Source: an optimization exercise on an open RTL-to-GDS flow (aim: small area, a short achievable clock period and few clock cycles per item). Production flows keep margins and buffers that such runs may drop. Function was checked by simulation only, so behaviour that the tests miss may differ from the original.

==> inputs of job 2494 <==
==> flow/design.v <==
package mna_pkg;
  localparam int unsigned WHOLE_W = 33;
  localparam int unsigned NUM_W   = 32;
  localparam int unsigned DEN_W   = 32;
  typedef enum logic [3:0] {
    ST_IDLE,
    ST_MUL0,
    ST_MUL1,
    ST_MUL2,
    ST_PREP,
    ST_RUN,
    ST_INIT2,
    ST_DIV2,
    ST_FIN
  } mna_state_e;
  typedef enum logic [1:0] {
    MUL_AD,   
    MUL_BC,   
    MUL_DD    
  } mna_mul_e;
  typedef struct packed {
    logic     load;        
    mna_mul_e mul_sel;
    logic     mul_en;
    logic     num_first;   
    logic     num_add;     
    logic     prep;        
    logic     run;         
    logic     div2_init;   
    logic     out_load;    
  } mna_cmd_t;
  typedef struct packed {
    logic zero_den;
    logic gcd_done;
    logic div_done;
  } mna_sts_t;
endpackage
module mixed_number_adder #(
  parameter int unsigned FIELD_WIDTH = 16
) (
  input  logic                               clk_i,
  input  logic                               rst_ni,
  input  logic                               in_valid_i,
  output logic                               in_ready_o,
  input  logic signed [FIELD_WIDTH-1:0]      whole_a_i,
  input  logic signed [FIELD_WIDTH-1:0]      num_a_i,
  input  logic signed [FIELD_WIDTH-1:0]      den_a_i,
  input  logic signed [FIELD_WIDTH-1:0]      whole_b_i,
  input  logic signed [FIELD_WIDTH-1:0]      num_b_i,
  input  logic signed [FIELD_WIDTH-1:0]      den_b_i,
  output logic                               out_valid_o,
  input  logic                               out_ready_i,
  output logic signed [mna_pkg::WHOLE_W-1:0] whole_sum_o,
  output logic signed [mna_pkg::NUM_W-1:0]   num_sum_o,
  output logic signed [mna_pkg::DEN_W-1:0]   den_sum_o,
  output logic                               div_error_o
);
  typedef enum logic [2:0] {
    S_IDLE, S_MULT, S_NCOMP, S_GCD, S_UP, S_DOWN, S_FINAL, S_OUT
  } state_e;
  typedef enum logic [2:0] {OP_NOP, OP_A2, OP_B2, OP_AB, OP_BA} op_e;
  state_e state_q, state_d;
  logic   in_ready_q, out_valid_q;
  logic [31:0] a_q, b_q, p_q, q_q, s_q;
  logic [32:0] r_q;
  logic [2:0]  cnt_q;
  logic        sn_q, sd_q, flip_q, errn_q, erro_q;
  op_e         op_q;
  logic        k2_q;      
  logic one1_q, two1_q, neg1_q, one2_q, two2_q, neg2_q, neg3_q;
  logic [2:0]  dig1_n, dig2_n;
  logic [17:0] mag1, mag2, mag3;
  logic [17:0] na_e, da_e;
  assign na_e = {{2{q_q[31]}}, q_q[31:16]};
  assign da_e = {{2{q_q[15]}}, q_q[15:0]};
  assign mag1 = one1_q ? na_e : two1_q ? {na_e[16:0], 1'b0} : 18'd0;   
  assign mag2 = one2_q ? da_e : two2_q ? {da_e[16:0], 1'b0} : 18'd0;   
  assign mag3 = one1_q ? da_e : two1_q ? {da_e[16:0], 1'b0} : 18'd0;   
  logic neg1, neg2, neg3;
  assign neg1 = neg1_q;
  assign neg2 = neg2_q;
  assign neg3 = neg3_q;
  logic first;
  assign first = (cnt_q == 3'd0);
  logic [2:0] d1_src, d2_src;
  logic       sd_src;
  always_comb begin
    if (in_take) begin
      d1_src = den_b_i[15:13];
      d2_src = num_b_i[15:13];
      sd_src = den_a_i[15] ^ den_b_i[15];
    end else begin
      d1_src = p_q[29:27];
      d2_src = p_q[13:11];
      sd_src = sd_q;
    end
  end
  always_ff @(posedge clk_i) begin
    one1_q <= d1_src[1] ^ d1_src[0];
    two1_q <= (d1_src == 3'b011) || (d1_src == 3'b100);
    neg1_q <= d1_src[2] & ~(d1_src[1] & d1_src[0]);
    one2_q <= d2_src[1] ^ d2_src[0];
    two2_q <= (d2_src == 3'b011) || (d2_src == 3'b100);
    neg2_q <= d2_src[2] & ~(d2_src[1] & d2_src[0]);
    neg3_q <= (d1_src[2] & ~(d1_src[1] & d1_src[0])) ^ sd_src;
  end
  logic        in_mult, in_gcd, in_div, in_fin;
  assign in_mult = (state_q == S_MULT);
  assign in_gcd  = (state_q == S_GCD);
  assign in_div  = (state_q == S_UP) || (state_q == S_DOWN);
  assign in_fin  = (state_q == S_FINAL);
  logic        ext;
  logic [32:0] sub_ab, sub_ba;
  assign ext = (state_q == S_NCOMP);
  assign sub_ab = {ext & a_q[31], a_q} - {ext & b_q[31], b_q};
  logic [32:0] ba_x, ba_y;
  logic        ba_c;
  always_comb begin
    if (in_mult) begin
      ba_x = first ? 33'd0 : {b_q[30:0], 2'b00};
      ba_y = {{15{~(mag2[17] ^ neg2)}}, ~(mag2 ^ {18{neg2}})};
      ba_c = ~neg2;
    end else begin
      ba_x = {ext & b_q[31], b_q};
      ba_y = ~{ext & a_q[31], a_q};
      ba_c = 1'b1;
    end
  end
  assign sub_ba = ba_x + ba_y + {32'd0, ba_c};
  logic [33:0] pq_x, pq_y, add_pq;
  logic        pq_c;
  always_comb begin
    pq_x = {2'b00, p_q & {32{op_q != OP_NOP}}};
    pq_y = {2'b00, q_q};
    pq_c = 1'b0;
    if (in_mult) begin
      pq_x = first ? 34'd0 : {a_q, 2'b00};
      pq_y = {{16{mag1[17] ^ neg1}}, mag1 ^ {18{neg1}}};
      pq_c = neg1;
    end else if (in_div) begin
      pq_x = {2'b00, a_q};
      pq_y = ~{1'b0, b_q, 1'b0};
      pq_c = 1'b1;
    end else if (in_fin) begin
      pq_x = '0;
      pq_y = errn_q ? 34'd0 : {2'b00, a_q ^ {32{sn_q}}};
      pq_c = sn_q & ~errn_q;
    end
  end
  assign add_pq = pq_x + pq_y + {33'd0, pq_c};
  logic [32:0] rs_x, rs_y, add_rs;
  logic        rs_c;
  always_comb begin
    rs_x = r_q;
    rs_y = {1'b0, s_q};
    rs_c = 1'b0;
    if (in_mult) begin
      rs_x = first ? 33'd0 : {r_q[30:0], 2'b00};
      rs_y = {{15{mag3[17] ^ neg3}}, mag3 ^ {18{neg3}}};
      rs_c = neg3;
    end else if (in_div) begin
      rs_x = r_q;
      rs_y = {1'b0, p_q} ^ {33{flip_q}};
      rs_c = flip_q;
    end else if (in_fin) begin
      rs_x = '0;
      rs_y = errn_q ? 33'd0 : {1'b0, s_q ^ {32{sd_q}}};
      rs_c = sd_q & ~errn_q;
    end
  end
  assign add_rs = rs_x + rs_y + {32'd0, rs_c};
  logic a_zero, a_ge_b, a_ge_2b;
  assign a_zero  = (a_q == 32'd0);
  assign a_ge_b  = ~sub_ab[32];
  assign a_ge_2b = ~add_pq[33];
  logic in_take;      
  logic zero_den;
  assign zero_den = (den_a_i == '0) || (den_b_i == '0);
  always_comb begin
    state_d = state_q;
    in_take = 1'b0;
    case (state_q)
      S_IDLE: begin
        in_take = in_valid_i;
        if (in_valid_i) state_d = zero_den ? S_FINAL : S_MULT;
      end
      S_MULT:  if (cnt_q == 3'd7) state_d = S_NCOMP;
      S_NCOMP: state_d = S_GCD;
      S_GCD:   if (a_zero) state_d = S_UP;
      S_UP: begin
        if (!a_ge_2b) state_d = p_q[0] ? S_FINAL : S_DOWN;
      end
      S_DOWN:  if (p_q[0]) state_d = S_FINAL;
      S_FINAL: state_d = S_OUT;
      S_OUT: begin
        in_take = in_valid_i;
        if (out_ready_i) begin
          if (in_valid_i) state_d = zero_den ? S_FINAL : S_MULT;
          else state_d = S_IDLE;
        end
      end
      default: state_d = S_IDLE;
    endcase
  end
  always_ff @(posedge clk_i or negedge rst_ni) begin
    if (!rst_ni) begin
      state_q     <= S_IDLE;
      in_ready_q  <= 1'b0;
      out_valid_q <= 1'b0;
    end else begin
      state_q     <= state_d;
      in_ready_q  <= (state_d == S_FINAL);
      if (in_fin) out_valid_q <= 1'b1;
      else if (out_ready_i) out_valid_q <= 1'b0;
    end
  end
  assign in_ready_o  = in_ready_q;
  assign out_valid_o = out_valid_q;
  always_ff @(posedge clk_i) begin
    if (in_take) begin
      p_q    <= {den_b_i, num_b_i};
      q_q    <= {num_a_i, den_a_i};
      sd_q   <= den_a_i[15] ^ den_b_i[15];
      errn_q <= zero_den;
      cnt_q  <= 3'd0;
    end
    case (state_q)
      S_MULT: begin
        a_q   <= add_pq[31:0];
        b_q   <= sub_ba[31:0];
        r_q   <= add_rs;
        p_q   <= {p_q[29:16], 2'b00, p_q[13:0], 2'b00};
        cnt_q <= cnt_q + 3'd1;
      end
      S_NCOMP: begin
        sn_q   <= sub_ab[32];
        flip_q <= sub_ab[32] ^ sd_q;
        a_q    <= sub_ab[32] ? sub_ba[31:0] : sub_ab[31:0];
        b_q    <= r_q[31:0];
        p_q    <= 32'd1;
        q_q    <= '0;
        r_q    <= '0;
        s_q    <= 32'd1;
        op_q   <= OP_NOP;
        k2_q   <= 1'b0;
      end
      S_GCD: begin
        case (op_q)
          OP_A2: begin
            p_q <= k2_q ? p_q << 2 : p_q << 1;
            r_q <= k2_q ? r_q << 2 : r_q << 1;
          end
          OP_B2: begin
            q_q <= k2_q ? q_q << 2 : q_q << 1;
            s_q <= k2_q ? s_q << 2 : s_q << 1;
          end
          OP_AB: begin
            q_q <= add_pq[31:0];
            s_q <= add_rs[31:0];
            p_q <= k2_q ? p_q << 2 : p_q << 1;
            r_q <= k2_q ? r_q << 2 : r_q << 1;
          end
          OP_BA: begin
            p_q <= add_pq[31:0];
            r_q <= add_rs;
            q_q <= k2_q ? q_q << 2 : q_q << 1;
            s_q <= k2_q ? s_q << 2 : s_q << 1;
          end
          default: ;
        endcase
        op_q <= OP_NOP;
        k2_q <= 1'b0;
        if (a_zero) begin
          a_q <= add_pq[31:0];
          b_q <= add_rs[31:0];
          s_q <= add_rs[31:0];
          r_q <= {{17{whole_a_i[15]}}, whole_a_i} + {{17{whole_b_i[15]}}, whole_b_i};
          p_q <= 32'd1;
        end else if (!a_q[0] && !b_q[0]) begin
          if (!a_q[1] && !b_q[1]) begin
            a_q <= a_q >> 2;
            b_q <= b_q >> 2;
          end else begin
            a_q <= a_q >> 1;
            b_q <= b_q >> 1;
          end
        end else if (!a_q[0]) begin
          a_q  <= a_q[1] ? a_q >> 1 : a_q >> 2;
          op_q <= OP_A2;
          k2_q <= !a_q[1];
        end else if (!b_q[0]) begin
          b_q  <= b_q[1] ? b_q >> 1 : b_q >> 2;
          op_q <= OP_B2;
          k2_q <= !b_q[1];
        end else if (a_ge_b) begin
          a_q  <= (a_q[1] ^ b_q[1]) ? sub_ab[32:1] : {1'b0, sub_ab[32:2]};
          op_q <= OP_AB;
          k2_q <= !(a_q[1] ^ b_q[1]);
        end else begin
          b_q  <= (a_q[1] ^ b_q[1]) ? sub_ba[32:1] : {1'b0, sub_ba[32:2]};
          op_q <= OP_BA;
          k2_q <= !(a_q[1] ^ b_q[1]);
        end
      end
      S_UP, S_DOWN: begin
        if ((state_q == S_UP) && a_ge_2b) begin
          b_q <= b_q << 1;
          p_q <= p_q << 1;
        end else begin
          if (a_ge_b) begin
            a_q <= sub_ab[31:0];
            r_q <= add_rs;
          end
          if (!p_q[0]) begin
            b_q <= b_q >> 1;
            p_q <= p_q >> 1;
          end
        end
      end
      S_FINAL: begin
        a_q    <= add_pq[31:0];
        s_q    <= add_rs[31:0];
        if (errn_q) r_q <= '0;
        erro_q <= errn_q;
      end
      default: ;
    endcase
  end
  assign whole_sum_o = r_q;
  assign num_sum_o   = a_q;
  assign den_sum_o   = s_q;
  assign div_error_o = erro_q;
endmodule
==> flow/run.sh <==
#!/bin/bash
# synth_recipe.tcl (not shown) runs the flow's synth.tcl, then flattens the netlist and writes it again
# the make line also repeats each setting of config.mk as NAME=value (left out here)
make -C /OpenROAD-flow-scripts/flow DESIGN_CONFIG=/design/flow/config.mk WORK_HOME=/design/flow/orfs CLKGATE_MAP_FILE= SYNTH_SCRIPT=/design/flow/synth_recipe.tcl finish
==> flow/config.mk <==
export PLATFORM = sky130hd
export DESIGN_NAME = mixed_number_adder
export DESIGN_NICKNAME = mixed_number_adder
export VERILOG_FILES = /design/flow/design.v
export SDC_FILE = /design/flow/constraint.sdc
export NUM_CORES = 4
export LEC_CHECK = 0
export CAP_MARGIN = 20
export CORE_MARGIN = 2
export CORE_UTILIZATION = 40
export SLEW_MARGIN = 20
==> flow/constraint.sdc <==
create_clock -name core_clock -period 10.0 [get_ports {clk_i}]
set_input_delay 2.0000 -clock core_clock [delete_from_list [all_inputs] [get_ports {clk_i}]]
set_output_delay 2.0000 -clock core_clock [all_outputs]
set_load 0.01 [all_outputs]
==> inputs of job 6029, as changes to job 2494 <==
--- a/flow/design.v
+++ b/flow/design.v
@@ -58,7 +58,7 @@
   typedef enum logic [2:0] {
     S_IDLE, S_MULT, S_NCOMP, S_GCD, S_UP, S_DOWN, S_FINAL, S_OUT
   } state_e;
-  typedef enum logic [2:0] {OP_NOP, OP_A2, OP_B2, OP_AB, OP_BA} op_e;
+  typedef enum logic [1:0] {OP_NOP, OP_A2, OP_AB, OP_BA} op_e;
   state_e state_q, state_d;
   logic   in_ready_q, out_valid_q;
   logic [31:0] a_q, b_q, p_q, q_q, s_q;
@@ -66,44 +66,28 @@
   logic [2:0]  cnt_q;
   logic        sn_q, sd_q, flip_q, errn_q, erro_q;
   op_e         op_q;
-  logic        k2_q;      
-  logic one1_q, two1_q, neg1_q, one2_q, two2_q, neg2_q, neg3_q;
-  logic [2:0]  dig1_n, dig2_n;
+  logic        op_b2_q;   
+  logic [2:0]  dig1, dig2;
+  logic        neg1, neg2, neg3;
   logic [17:0] mag1, mag2, mag3;
+  assign dig1 = p_q[31:29];
+  assign dig2 = p_q[15:13];
+  assign neg1 = dig1[2] & ~(dig1[1] & dig1[0]);
+  assign neg2 = dig2[2] & ~(dig2[1] & dig2[0]);
+  assign neg3 = neg1 ^ sd_q;
+  logic one1, two1, one2, two2;
   logic [17:0] na_e, da_e;
+  assign one1 = dig1[1] ^ dig1[0];
+  assign two1 = (dig1 == 3'b011) || (dig1 == 3'b100);
+  assign one2 = dig2[1] ^ dig2[0];
+  assign two2 = (dig2 == 3'b011) || (dig2 == 3'b100);
   assign na_e = {{2{q_q[31]}}, q_q[31:16]};
   assign da_e = {{2{q_q[15]}}, q_q[15:0]};
-  assign mag1 = one1_q ? na_e : two1_q ? {na_e[16:0], 1'b0} : 18'd0;   
-  assign mag2 = one2_q ? da_e : two2_q ? {da_e[16:0], 1'b0} : 18'd0;   
-  assign mag3 = one1_q ? da_e : two1_q ? {da_e[16:0], 1'b0} : 18'd0;   
-  logic neg1, neg2, neg3;
-  assign neg1 = neg1_q;
-  assign neg2 = neg2_q;
-  assign neg3 = neg3_q;
+  assign mag1 = one1 ? na_e : two1 ? {na_e[16:0], 1'b0} : 18'd0;   
+  assign mag2 = one2 ? da_e : two2 ? {da_e[16:0], 1'b0} : 18'd0;   
+  assign mag3 = one1 ? da_e : two1 ? {da_e[16:0], 1'b0} : 18'd0;   
   logic first;
   assign first = (cnt_q == 3'd0);
-  logic [2:0] d1_src, d2_src;
-  logic       sd_src;
-  always_comb begin
-    if (in_take) begin
-      d1_src = den_b_i[15:13];
-      d2_src = num_b_i[15:13];
-      sd_src = den_a_i[15] ^ den_b_i[15];
-    end else begin
-      d1_src = p_q[29:27];
-      d2_src = p_q[13:11];
-      sd_src = sd_q;
-    end
-  end
-  always_ff @(posedge clk_i) begin
-    one1_q <= d1_src[1] ^ d1_src[0];
-    two1_q <= (d1_src == 3'b011) || (d1_src == 3'b100);
-    neg1_q <= d1_src[2] & ~(d1_src[1] & d1_src[0]);
-    one2_q <= d2_src[1] ^ d2_src[0];
-    two2_q <= (d2_src == 3'b011) || (d2_src == 3'b100);
-    neg2_q <= d2_src[2] & ~(d2_src[1] & d2_src[0]);
-    neg3_q <= (d1_src[2] & ~(d1_src[1] & d1_src[0])) ^ sd_src;
-  end
   logic        in_mult, in_gcd, in_div, in_fin;
   assign in_mult = (state_q == S_MULT);
   assign in_gcd  = (state_q == S_GCD);
@@ -130,7 +114,7 @@
   logic [33:0] pq_x, pq_y, add_pq;
   logic        pq_c;
   always_comb begin
-    pq_x = {2'b00, p_q & {32{op_q != OP_NOP}}};
+    pq_x = {2'b00, p_q};
     pq_y = {2'b00, q_q};
     pq_c = 1'b0;
     if (in_mult) begin
@@ -237,39 +221,40 @@
         flip_q <= sub_ab[32] ^ sd_q;
         a_q    <= sub_ab[32] ? sub_ba[31:0] : sub_ab[31:0];
         b_q    <= r_q[31:0];
-        p_q    <= 32'd1;
+        p_q    <= {31'd0, (sub_ab != 33'd0)};
         q_q    <= '0;
         r_q    <= '0;
         s_q    <= 32'd1;
         op_q   <= OP_NOP;
-        k2_q   <= 1'b0;
+        op_b2_q <= 1'b0;
       end
       S_GCD: begin
-        case (op_q)
-          OP_A2: begin
-            p_q <= k2_q ? p_q << 2 : p_q << 1;
-            r_q <= k2_q ? r_q << 2 : r_q << 1;
-          end
-          OP_B2: begin
-            q_q <= k2_q ? q_q << 2 : q_q << 1;
-            s_q <= k2_q ? s_q << 2 : s_q << 1;
-          end
-          OP_AB: begin
-            q_q <= add_pq[31:0];
-            s_q <= add_rs[31:0];
-            p_q <= k2_q ? p_q << 2 : p_q << 1;
-            r_q <= k2_q ? r_q << 2 : r_q << 1;
-          end
-          OP_BA: begin
-            p_q <= add_pq[31:0];
-            r_q <= add_rs;
-            q_q <= k2_q ? q_q << 2 : q_q << 1;
-            s_q <= k2_q ? s_q << 2 : s_q << 1;
-          end
-          default: ;
-        endcase
-        op_q <= OP_NOP;
-        k2_q <= 1'b0;
+        if (op_b2_q) begin
+          q_q <= q_q << 1;
+          s_q <= s_q << 1;
+        end else begin
+          case (op_q)
+            OP_A2: begin
+              p_q <= p_q << 1;
+              r_q <= r_q << 1;
+            end
+            OP_AB: begin
+              q_q <= add_pq[31:0];
+              s_q <= add_rs[31:0];
+              p_q <= p_q << 1;
+              r_q <= r_q << 1;
+            end
+            OP_BA: begin
+              p_q <= add_pq[31:0];
+              r_q <= add_rs;
+              q_q <= q_q << 1;
+              s_q <= s_q << 1;
+            end
+            default: ;
+          endcase
+        end
+        op_b2_q <= 1'b0;
+        op_q    <= OP_NOP;
         if (a_zero) begin
           a_q <= add_pq[31:0];
           b_q <= add_rs[31:0];
@@ -277,29 +262,20 @@
           r_q <= {{17{whole_a_i[15]}}, whole_a_i} + {{17{whole_b_i[15]}}, whole_b_i};
           p_q <= 32'd1;
         end else if (!a_q[0] && !b_q[0]) begin
-          if (!a_q[1] && !b_q[1]) begin
-            a_q <= a_q >> 2;
-            b_q <= b_q >> 2;
-          end else begin
-            a_q <= a_q >> 1;
-            b_q <= b_q >> 1;
-          end
+          a_q <= a_q >> 1;
+          b_q <= b_q >> 1;
         end else if (!a_q[0]) begin
-          a_q  <= a_q[1] ? a_q >> 1 : a_q >> 2;
+          a_q  <= a_q >> 1;
           op_q <= OP_A2;
-          k2_q <= !a_q[1];
         end else if (!b_q[0]) begin
-          b_q  <= b_q[1] ? b_q >> 1 : b_q >> 2;
-          op_q <= OP_B2;
-          k2_q <= !b_q[1];
+          b_q     <= b_q >> 1;
+          op_b2_q <= 1'b1;
         end else if (a_ge_b) begin
-          a_q  <= (a_q[1] ^ b_q[1]) ? sub_ab[32:1] : {1'b0, sub_ab[32:2]};
+          a_q  <= sub_ab[32:1];
           op_q <= OP_AB;
-          k2_q <= !(a_q[1] ^ b_q[1]);
         end else begin
-          b_q  <= (a_q[1] ^ b_q[1]) ? sub_ba[32:1] : {1'b0, sub_ba[32:2]};
+          b_q  <= sub_ba[32:1];
           op_q <= OP_BA;
-          k2_q <= !(a_q[1] ^ b_q[1]);
         end
       end
       S_UP, S_DOWN: begin
==> comparison <==
Job 6029 completed with no timing, DRC or antenna violations. Job 2494 went through all stages and came out clean. Of job 2494 and job 6029, job 6029 has the higher global-route usage (gap 1.1 points). In critical path depth, job 6029 and job 2494 do not differ. In job 2494 the final cell count is higher than in job 6029, by 14%. Against job 2494, the die area of job 6029 is smaller by about 12%. In job 6029 the design area is smaller than in job 2494, by 10%. Of job 2494 and job 6029, job 2494 has the higher synthesized cell count (gap about 17%, measured against job 6029).
==> figures <==
item                                                               job 6029                  job 2494
Global-route usage over all layers                                   40.35%                    39.28%
Vertical die dimension                                             260.9 µm                  277.7 µm
Highest clock rate                                                138.4 MHz                 140.3 MHz
Bufs w/o clock                                                          290                       307
Finished layout cell area                                        30,090 µm²                33,550 µm²
Dominant cell by count in the synthesized netlist  sky130_fd_sc_hd__a21oi_1  sky130_fd_sc_hd__nand2_1
Vias                                                                 30,800                    34,560
Gate count of the mapped netlist                                      3,492                     4,080
Die Width                                                          260.9 µm                  277.7 µm
Outcome                                             complete, no violations   complete, no violations
Max-slew headroom at the worst pin                                   13.42%                    12.00%
Register bit count reported by yosys                                    209                       217
Testbench counts of job 2494, summed over its fixed seeds: cycles 87,461, items 3,200.
Testbench counts of job 6029, summed over its fixed seeds: cycles 105,846, items 3,200.

## static timing again, ports no longer ideal
Ports are ideal in the flow. The routed layouts listed here were re-timed in OpenROAD.
Step 1 assumes that a clkbuf_16 drives the clock port and a buf_2 every other input.
Step 2, shift: input delay + t, output delay - t, t = (earliest + latest rising clock arrival at the registers) / 2. This alone moves slack from input paths to output paths.
Three values: no drivers, after step 1, after step 2; two values: the first two.
run	t, ns	slack for setup (ns)	hold WS [ns]	slew at the worst register clock pin (ns)	worst data-port slew with drivers (ns)
job 2494	0.699	2.874 / 2.874 / 2.874	0.597 / 0.597 / 0.597	0.07 / 0.07	0.06
job 6029	0.657	2.772 / 2.772 / 2.772	0.530 / 0.530 / 0.530	0.07 / 0.07	0.05
After both steps every run listed still meets setup and hold.
